This is an optimization exercise on Yosys and OpenROAD, whose aim is small area, a short achievable clock period and few clock cycles per item, not a production implementation.
RTL that was checked went through simulation tests only; none was proved equivalent to the original.
No functional check of the RTL was part of run 1.

==> flow/design.v, too long to show whole: its modules and the start of the top module <==
// module julia_render: 2204 lines
module julia_render #(
    parameter int H_PIXELS = 64,
    parameter int V_PIXELS = 48,
    parameter int MAX_ITER = 255,
    parameter int FRAC     = 14
) (
    input  logic               clock,
    input  logic               reset,
    input  logic               valid,
    input  logic signed [17:0] c_real,
    input  logic signed [17:0] c_comp,
    input  logic signed [17:0] x,
    input  logic signed [17:0] y,
    input  logic signed [17:0] scale,
    output logic [18:0]        wr_addr,
    output logic [7:0]         wr_data,
    output logic               wr_en,
    input  logic               wr_ready,
    output logic               busy,
    output logic               done
);
  // ...
==> flow/flow/run.sh <==
#!/bin/bash
set -euo pipefail
bash standard.sh SETUP_SLACK_MARGIN=8.3 finish > standard_make.log 2>&1
==> flow/standard.sh <==
#!/bin/bash
# synth_recipe.tcl (not shown) runs the flow's synth.tcl, then flattens the netlist and writes it again
# the make line also repeats each setting of config.mk as NAME=value (left out here)
make -C /OpenROAD-flow-scripts/flow DESIGN_CONFIG=/design/flow/config.mk WORK_HOME=/design/flow/orfs CLKGATE_MAP_FILE= SYNTH_SCRIPT=/design/flow/synth_recipe.tcl "${@:-finish}"
==> flow/config.mk <==
export PLATFORM = sky130hd
export DESIGN_NAME = julia_render
export DESIGN_NICKNAME = julia_render
export VERILOG_FILES = /design/flow/design.v
export SDC_FILE = /design/flow/constraint.sdc
export NUM_CORES = 4
export LEC_CHECK = 0
export CAP_MARGIN = 20
export CORE_MARGIN = 2
export CORE_UTILIZATION = 40
export SLEW_MARGIN = 20
==> flow/constraint.sdc <==
create_clock -name core_clock -period 12.0 [get_ports {clock}]
set_input_delay 2.4000 -clock core_clock [delete_from_list [all_inputs] [get_ports {clock}]]
set_output_delay 2.4000 -clock core_clock [all_outputs]
set_load 0.01 [all_outputs]
==> flow_summary.json, run 1 <==
{
  "buffers": 320,
  "cts_buffer_depth": 3,
  "synth.cell_area_um2": 33700,
  "largest_cell_class": "multi-input gates",
  "synth_edf_count": 110,
  "status": "no timing/DRC/antenna violations",
  "n_tap_cell": 1080,
  "r2r_cells": 13,
  "cts_root_buf": "clkbuf_16",
  "relSlewSlack": 0.280,
  "wl_met3_mm": 7.20,
  "setup_violations": 0,
  "dp.cells": 4340,
  "grt_pass1_wl_mm": 137,
  "yosysSeqAreaShare": 0.324,
  "n_sequential_cell": 487,
  "insertedDiodeCount": 1,
  "slew_viol_final": 0,
  "regToRegSetupSlack_ns": 8.07,
  "seq_share": 0.270,
  "nets": 4233,
  "regArea_um2": 11000,
  "antenna_found_initial": 2,
  "async_reset_ff_frac": 0.0226
}
==> inputs of run 2 (changes only) <==
--- a/flow/design.v
+++ b/flow/design.v
@@ -29,19 +29,19 @@
     logic [11:0] a0_q;
     logic        v1_q, p1_q, in1_q, per1_q, cap1_q;
     logic [17:0] s1r_q, s1i_q;
     logic [7:0]  it1_q;
     logic [11:0] a1_q;
     logic [31:0] xa_q, xb_q;
     logic [30:0] ya_q, yb_q;
     logic [31:0] ea_q, eb_q;
-    logic        ov_q, kv_q;
-    logic [11:0] oa_q, ka_q;
-    logic [7:0]  od_q, kd_q;
+    logic        ov_q;
+    logic [11:0] oa_q;
+    logic [7:0]  od_q;
     logic        valid_q, busy_q, run_q, done_q;
     logic [15:0] dr, di;
     assign dr = zr_q[15:0];
     assign di = zi_q[15:0];
     wire t_1;
     wire t_2;
     assign t_1 = (dr[0] & dr[11]) ^ (dr[1] & dr[10]);
     assign t_2 = (dr[0] & dr[11]) & (dr[1] & dr[10]);
@@ -2099,36 +2099,33 @@
     assign xs     = xa_q + xb_q + {cr_q, 14'd2};
     assign zr_new = xs[31:14];
     assign ys     = ya_q + yb_q + {ci_q, 13'd0};
     assign zi_new = ys[30:13];
     assign es     = ea_q + eb_q + 32'hbfff_ffff;
     assign escape = !in1_q || !es[31];
     assign fin    = p1_q || (v1_q && (escape || cap1_q || per1_q));
     assign count  = (v1_q && per1_q) ? 8'hff : it1_q;
-    assign can_emit = !kv_q;
+    assign can_emit = !ov_q || wr_ready;
     assign emit     = run_q && fin && can_emit;
     assign load     = run_q && !gdone_q && (emit || !(v1_q || p1_q));
     logic start, finish;
     assign start  = valid && !valid_q && !run_q;
-    assign finish = gdone_q && !v0_q && !p0_q && !v1_q && !p1_q && !ov_q && !kv_q;
-    logic free;
-    assign free   = !ov_q || wr_ready;
+    assign finish = gdone_q && !v0_q && !p0_q && !v1_q && !p1_q && !ov_q;
     always_ff @(posedge clock or negedge reset) begin
         if (!reset) begin
             valid_q <= 1'b0;
             busy_q  <= 1'b0;
             run_q   <= 1'b0;
             done_q  <= 1'b0;
             v0_q    <= 1'b0;
             p0_q    <= 1'b0;
             v1_q    <= 1'b0;
             p1_q    <= 1'b0;
             ov_q    <= 1'b0;
-            kv_q    <= 1'b0;
             gdone_q <= 1'b0;
         end else begin
             valid_q <= valid;
             busy_q  <= start || (run_q && !finish);
             if (start) begin
                 run_q  <= 1'b1;
                 done_q <= 1'b0;
             end else if (run_q && finish) begin
@@ -2143,22 +2140,18 @@
                 gdone_q <= 1'b0;
             end else begin
                 v1_q <= v0_q;
                 p1_q <= p0_q;
                 v0_q <= load || (v1_q && !fin);
                 p0_q <= fin && !can_emit;
                 if (load && gcol_q == 6'd63 && grow_q == 6'd47) gdone_q <= 1'b1;
             end
-            if (free) begin
-                ov_q <= kv_q || emit;
-                kv_q <= kv_q && emit;
-            end else if (emit) begin
-                kv_q <= 1'b1;
-            end
+            if (emit) ov_q <= 1'b1;
+            else if (wr_ready) ov_q <= 1'b0;
         end
     end
     always_ff @(posedge clock) begin
         if (!run_q) begin
             cr_q    <= c_real;
             ci_q    <= c_comp;
             scale_q <= scale;
             gr_q    <= x;
@@ -2182,23 +2175,19 @@
             it0_q <= 8'd0;
             a0_q  <= {grow_q, gcol_q ^ {6{gdir_q}}};
         end else begin
             zr_q  <= zr_new;
             zi_q  <= zi_new;
             it0_q <= fin ? count : it1_q + 8'd1;
             a0_q  <= a1_q;
         end
-        if (free) begin
-            oa_q <= kv_q ? ka_q : a1_q;
-            od_q <= kv_q ? kd_q : count;
-        end
-        if (!kv_q) begin
-            ka_q <= a1_q;
-            kd_q <= count;
+        if (emit) begin
+            oa_q <= a1_q;
+            od_q <= count;
         end
     end
     assign wr_en   = ov_q;
     assign wr_addr = {7'd0, oa_q};
     assign wr_data = od_q;
     assign busy    = busy_q;
     assign done    = done_q;
 endmodule
==> flow/flow/run.sh (replaced) <==
#!/bin/bash
set -euo pipefail
bash standard.sh SETUP_SLACK_MARGIN=8 finish > standard_make.log 2>&1
==> flow/config.mk (replaced) <==
export PLATFORM = sky130hd
export DESIGN_NAME = julia_render
export DESIGN_NICKNAME = julia_render
export VERILOG_FILES = /design/flow/design.v
export SDC_FILE = /design/flow/constraint.sdc
export NUM_CORES = 4
export LEC_CHECK = 0
export CAP_MARGIN = 20
export CORE_MARGIN = 2
export CORE_UTILIZATION = 60
export SLEW_MARGIN = 20
==> run 2 against run 1 <==
Against the previous run:
- still clean on timing, DRC and antenna
- die area down 34%
- first-iteration DRC count is 15% higher
- register-to-register slack hardly changed
- critical endpoint is now done
==> flow_summary.json, run 2 <==
{
  "die_y_um": 238,
  "dieWidth_um": 238,
  "cpLargestDelayFamily": "buffers and inverters",
  "dr.first_iter.drc_count": 1843,
  "ant_nets": 0,
  "syn-instance-count": 3206,
  "wirelength_mm": 87.0,
  "fmax_mhz": 253,
  "finalSetupTns_ns": 0,
  "final_area_um2": 37900,
  "cts_buffers": 50,
  "portBuffers": 116,
  "dr_total_vias": 22872,
  "synth.distinct_cells": 74,
  "finalHoldViolations": 0,
  "grt_pass1_vias": 23752,
  "dpl.hpwl_mm": 59.9,
  "syn_area_per_cell_um2": 10.3,
  "ys_top_cells_by_area": "fa_1, dfxtp_1, ha_1",
  "grtUsageTotal": 0.306,
  "area_growth_pct": 14.9,
  "synth-seq-cells": 466,
  "rsz0062_at_grt": "true",
  "core_area_um2": 54000,
  "relSlewSlack": 0.429,
  "firstDrtPassIters": 6,
  "post-place-ws_ns": 6.50,
  "skew_ns": 0.0287,
  "critPathMaxFanout": 2,
  "setup_violations": 0,
  "crit_type": "reg2out",
  "min_path_cells": 0,
  "nets": 4066,
  "r2r_cells": 11,
  "crit_path_max_incr_delay_ns": 0.55,
  "reg.largest.list": "xa_q: 31 flops, xb_q: 31 flops, ya_q: 31 flops",
  "layout-drive-gt1-share": 0.0965,
  "avgRoutedWirePerCell_um": 21.4,
  "cts_root_buf": "clkbuf_16",
  "cts_buffer_depth": 3,
  "cp-end-kind": "output port",
  "layout_commonest_cell": "inv_1",
  "cts_tree": "done",
  "ys_top_cells_by_count": "inv_1, fa_1, dfxtp_1, ha_1, nand2_1",
  "min_from": "s1i_q[16]$_DFF_P_",
  "synth_top_area_cell": "fa_1",
  "synth.most_common_cell": "inv_1",
  "r2r_end": "xb_q[16]$_DFF_P_",
  "tightest_slew_ns": 0.857,
  "slew_viol_final": 0,
  "r2r-start": "zi_q[1]$_DFF_P_",
  "cts.sinks": 466,
  "fill_cells": 4067,
  "period_share": 0.329,
  "grt_pass1_wl_mm": 133,
  "synth_ff_type": "dfxtp_1",
  "min_period_ns": 3.95,
  "maxCapViolations": 0,
  "cp.arrival_ns": 1.55,
  "gp_congestion": 0.866,
  "drc_errors": 0,
  "crit_chain": "clkdlybuf4s50_1",
  "layout_common_cells": "inv_1, fa_1, dfxtp_1, ha_1, nand2_1",
  "clk_latency_ns": 0.64,
  "pin_count": 124,
  "cp_num_buf_inv": 1,
  "cts.htree.levels": 2,
  "yosysSeqAreaShare": 0.318,
  "rows": 85,
  "synth.cell_area_um2": 33000,
  "grt_max_degree": 68,
  "synth_edf_count": 110,
  "ys_warn_count": 1,
  "final_cells": 4054,
  "holdWs_ns": 0.300,
  "required_ns": 9.60,
  "cpMaxStageDelayCell": "clkdlybuf4s50_1",
  "setup_ws_ns": 8.05,
  "grt.overflow.total": 0,
  "cp-start-kind": "flop",
  "synth_top_area_frac": 0.229,
  "antenna_found_initial": 1,
  "async_reset_ff_frac": 0.0215,
  "dp.cells": 3901,
  "regToRegSetupSlack_ns": 8.08,
  "start_util": 0.610,
  "clk_pin_slew_ns": 0.07,
  "fp.dieArea_um2": 56800,
  "place_area_um2": 34700,
  "status": "no timing/DRC/antenna violations",
  "hold_class": "reg2reg",
  "final_util": 0.701,
  "hold_end": "s0i_q[16]$_DFF_P_",
  "routed_via_density": 5.64
}
[run 2: cell count changes after synthesis, sizes merged, moves of 10 or more]
cell | previous run | this run
a21oi | 94 | 104
dfxtp | 366 | 346
mux2 | 64 | 36
nand2 | 219 | 201
o21ai | 106 | 93
xnor2 | 178 | 167
[run 2: layout make-up]
class	instances	area [um^2]	area share
clock inverters	19	201	0.00532
flip-flops and latches	466	10500	0.278
clock buffers	74	1570	0.0414
inverters	551	2170	0.0574
well taps	696	871	0.0230
diodes	2	5.00	0.000132
multi-input cells	2034	20000	0.528
repair buffers	212	2490	0.0659
[run 2: per-layer routing]
layer	vias up	part of all wire	GRT usage
li1	10440	-	-
met1	11349	0.42	0.419
met2	898	0.47	0.505
met3	185	0.071	0.0440
met4	0	0.036	0.0975
met5	-	0	0
[run 2: worst max path at each step]
stage | cells past startpoint | end | start
after detailed placement | 13 | yb_q[18]$_DFF_P_ | zi_q[11]$_DFF_P_
after global routing | 12 | eb_q[20]$_DFF_P_ | zi_q[15]$_DFF_P_
after global placement | 13 | yb_q[18]$_DFF_P_ | zi_q[11]$_DFF_P_
final | 1 | done | done_q$_DFFE_PN0P_
after floorplan | 11 | xb_q[22]$_DFF_P_ | zi_q[5]$_DFF_P_
after CTS | 14 | yb_q[19]$_DFF_P_ | zi_q[7]$_DFF_P_
[run 2: logic make-up after synthesis]
logic type | Yosys count | synth area share
muxes | 50 | 0.0166
buffers and inverters | 713 | 0.0826
xor gates and xnor gates | 263 | 0.0699
and+or+nand+nor | 611 | 0.0881
AOI/OAI and AO/OA | 445 | 0.0893
DFF | 466 | 0.318
adders and majority gates | 657 | 0.335
other | 1 | 0.000114
[run 2: repair_timing]
action                                  4_1_cts  5_1_grt
hold buffers                                  0        0
endpoints found under the setup margin      227      103
cloned                                        3       10
pin swaps                                     6       10
resized for setup                           114       73
buffers inserted                             30       15
endpoints found under the hold margin         0        0
Testbench counts of run 2, summed over its fixed seeds: cycles 1,323,491, pixels 98,304.
==> inputs of run 3 (changes only) <==
--- a/flow/config.mk
+++ b/flow/config.mk
@@ -8,4 +8,4 @@
 export CAP_MARGIN = 20
 export CORE_MARGIN = 2
-export CORE_UTILIZATION = 60
+export CORE_UTILIZATION = 40
 export SLEW_MARGIN = 20
==> run 3 against run 2 <==
Against the previous run:
- still clean on timing, DRC and antenna
- setup slack improved by 0.0043 ns
- clock skew grew 0.0033 ns
- wire length fell by 1.5%
- critical path depth unchanged
- critical path type unchanged
- highest routed layer is now met5
==> flow_summary.json, run 3 <==
{
  "routed_via_density": 5.04,
  "cts_root_buf": "clkbuf_16",
  "cp-end-kind": "output port",
  "cts_buffers": 55,
  "nets": 4084,
  "yosysSeqAreaShare": 0.318,
  "core_area_um2": 81800,
  "syn-instance-count": 3206,
  "antenna_found_initial": 3,
  "ctsHoldBuffers": 0,
  "ys_warn_count": 1,
  "critPathMaxFanout": 2,
  "gp_congestion": 0.875,
  "ant_nets": 0,
  "synth.most_common_cell": "inv_1",
  "avgRoutedWirePerCell_um": 19.3,
  "cp.arrival_ns": 1.54,
  "clk_pin_slew_ns": 0.06,
  "clk_latency_ns": 0.64,
  "insertedDiodeCount": 0,
  "holdWs_ns": 0.298,
  "wirelength_mm": 85.7,
  "dr.first_iter.drc_count": 1379,
  "crit_type": "reg2out",
  "finalHoldViolations": 0,
  "synth-seq-cells": 466,
  "regArea_um2": 10500,
  "cts_buffer_depth": 3,
  "grtUsageTotal": 0.202,
  "synth_ff_type": "dfxtp_1",
  "multi_input_area_um2": 20000,
  "grt_max_degree": 66,
  "firstDrtPassIters": 6,
  "synth_top_area_frac": 0.229,
  "ys_top_cells_by_area": "fa_1, dfxtp_1, ha_1",
  "rsz0062_at_grt": "true",
  "final_cells": 4449,
  "cts.sinks": 466,
  "maxCapViolations": 0,
  "setup_ws_ns": 8.06,
  "synth_edf_count": 110,
  "tightest_slew_ns": 0.883,
  "cts.htree.levels": 2,
  "grt.overflow.total": 0,
  "rows": 105,
  "die_y_um": 291,
  "required_ns": 9.60,
  "grt_pass1_wl_mm": 133,
  "finalSetupTns_ns": 0,
  "start_util": 0.403,
  "fp.dieArea_um2": 84700,
  "slew_viol_final": 0,
  "cpLargestDelayFamily": "buffers and inverters",
  "cp_num_buf_inv": 1,
  "layout_commonest_cell": "inv_1",
  "crit_path_max_incr_delay_ns": 0.54,
  "layout_common_cells": "inv_1, fa_1, dfxtp_1, ha_1, nand2_1",
  "pin_count": 124,
  "status": "no timing/DRC/antenna violations",
  "post-place-ws_ns": 7.15,
  "dpl.hpwl_mm": 59.6,
  "area_growth_pct": 16.9,
  "min_period_ns": 3.94,
  "skew_ns": 0.0320,
  "synth.distinct_cells": 74,
  "grt_pass1_vias": 23056,
  "dieWidth_um": 291,
  "period_share": 0.329,
  "crit_chain": "clkdlybuf4s50_1",
  "final_util": 0.471,
  "cts_tree": "done",
  "syn_area_per_cell_um2": 10.3,
  "setup_violations": 0,
  "dp.cells": 4278,
  "hold_class": "reg2reg",
  "portBuffers": 116,
  "fmax_mhz": 254,
  "cpMaxStageDelayCell": "clkdlybuf4s50_1",
  "layout-drive-gt1-share": 0.101,
  "drc_errors": 0,
  "ys_top_cells_by_count": "inv_1, fa_1, dfxtp_1, ha_1, nand2_1",
  "reg.largest.list": "xa_q: 31 flops, xb_q: 31 flops, ya_q: 31 flops",
  "synth_top_area_cell": "fa_1",
  "fill_cells": 7596,
  "cp-start-kind": "flop",
  "synth.cell_area_um2": 33000,
  "dr_total_vias": 22422,
  "relSlewSlack": 0.405,
  "async_reset_ff_frac": 0.0215
}
==> run 3: metal layers <==
layer / vias to the layer above / global-route usage / part of all wire
met5: - / 0 / 0.00011
met4: 2 / 0.0526 / 0.025
met3: 121 / 0.0244 / 0.055
met2: 653 / 0.339 / 0.48
met1: 11159 / 0.276 / 0.44
li1: 10487 / - / -
==> run 3: cell type report <==
| type | count | area share |
|---|---|---|
| clock buffers | 75 | 0.0417 |
| clock inverters | 28 | 0.00916 |
| inverters | 551 | 0.0564 |
| multi-input cells | 2035 | 0.519 |
| flip-flops and latches | 466 | 0.273 |
| well taps | 1070 | 0.0348 |
| repair buffers | 223 | 0.0650 |
| repair inverters | 1 | 0.000130 |
==> run 3: cell families (layout without fill, tap and decap cells) <==
logic type | count (synthesis) | in the layout | synth area share
muxes | 50 | 50 | 0.0166
xor gates and xnor gates | 263 | 263 | 0.0699
buffers and inverters | 713 | 878 | 0.0826
and+or+nand+nor | 611 | 613 | 0.0881
other | 1 | 7 | 0.000114
AOI/OAI and AO/OA | 445 | 445 | 0.0893
DFF | 466 | 466 | 0.318
adders and majority gates | 657 | 657 | 0.335
==> run 3: what timing repair did <==
action | 4_1_cts | 5_1_grt
pin swaps | 12 | 19
gates cloned | 9 | 5
buffers inserted | 37 | 17
setup endpoints to repair | 189 | 144
gates resized for setup | 95 | 66
==> run 3: per-stage QoR <==
step,cell area [um^2]
3_5_place_dp,35200
6_report,38500
2_1_floorplan,33000
5_1_grt,38500
3_3_place_gp,35200
4_1_cts,38000
==> run 3: worst paths after layout <==
kind                                   from                 to  slack, ns  cells past startpoint
setup reg to reg           zr_q[15]$_DFF_P_   eb_q[21]$_DFF_P_       8.07                     11
max in group asynchronous             reset  run_q$_DFFE_PN0P_       9.55                      1
min in group asynchronous             reset   busy_q$_DFF_PN0_       2.10                      1
hold / removal             s1i_q[5]$_DFF_P_   s0i_q[5]$_DFF_P_       0.30                      0
setup / recovery           ov_q$_DFFE_PN0P_              wr_en       8.06                      1
hold reg to reg            s1i_q[5]$_DFF_P_   s0i_q[5]$_DFF_P_       0.30                      0

==> what the ideal ports hide <==
How much do the figures lean on ideal ports? The routed layouts below were timed once more, with nothing changed but the port constraints. Step 1: set_driving_cell puts a clkbuf_16 on clock and a buf_2 on each other input, an assumption about the parent block. Step 2 also shifts input and output timing later by t, the mid clock arrival at the registers, as if the neighbouring blocks saw the same clock. a / b / c = ideal / step 1 / step 2; a / b = the first two.
| run | t, ns | setup slack, ns | worst setup path after step 2 | latest minus earliest clock arrival (ns) |
|---|---|---|---|---|
| run 1 | 0.689 | 8.072 / 8.072 / 8.072 | register to register | 0.081 / 0.080 |
| run 2 | 0.686 | 8.053 / 7.991 / 7.561 | input to register | 0.029 / 0.029 |
| run 3 | 0.681 | 8.058 / 7.996 / 7.523 | input to register | 0.036 / 0.036 |
After both steps setup and hold are still met in every run listed. The setup slack of run 3, which loses most, moves by -0.062 ns with the drivers and by -0.535 ns with both steps.
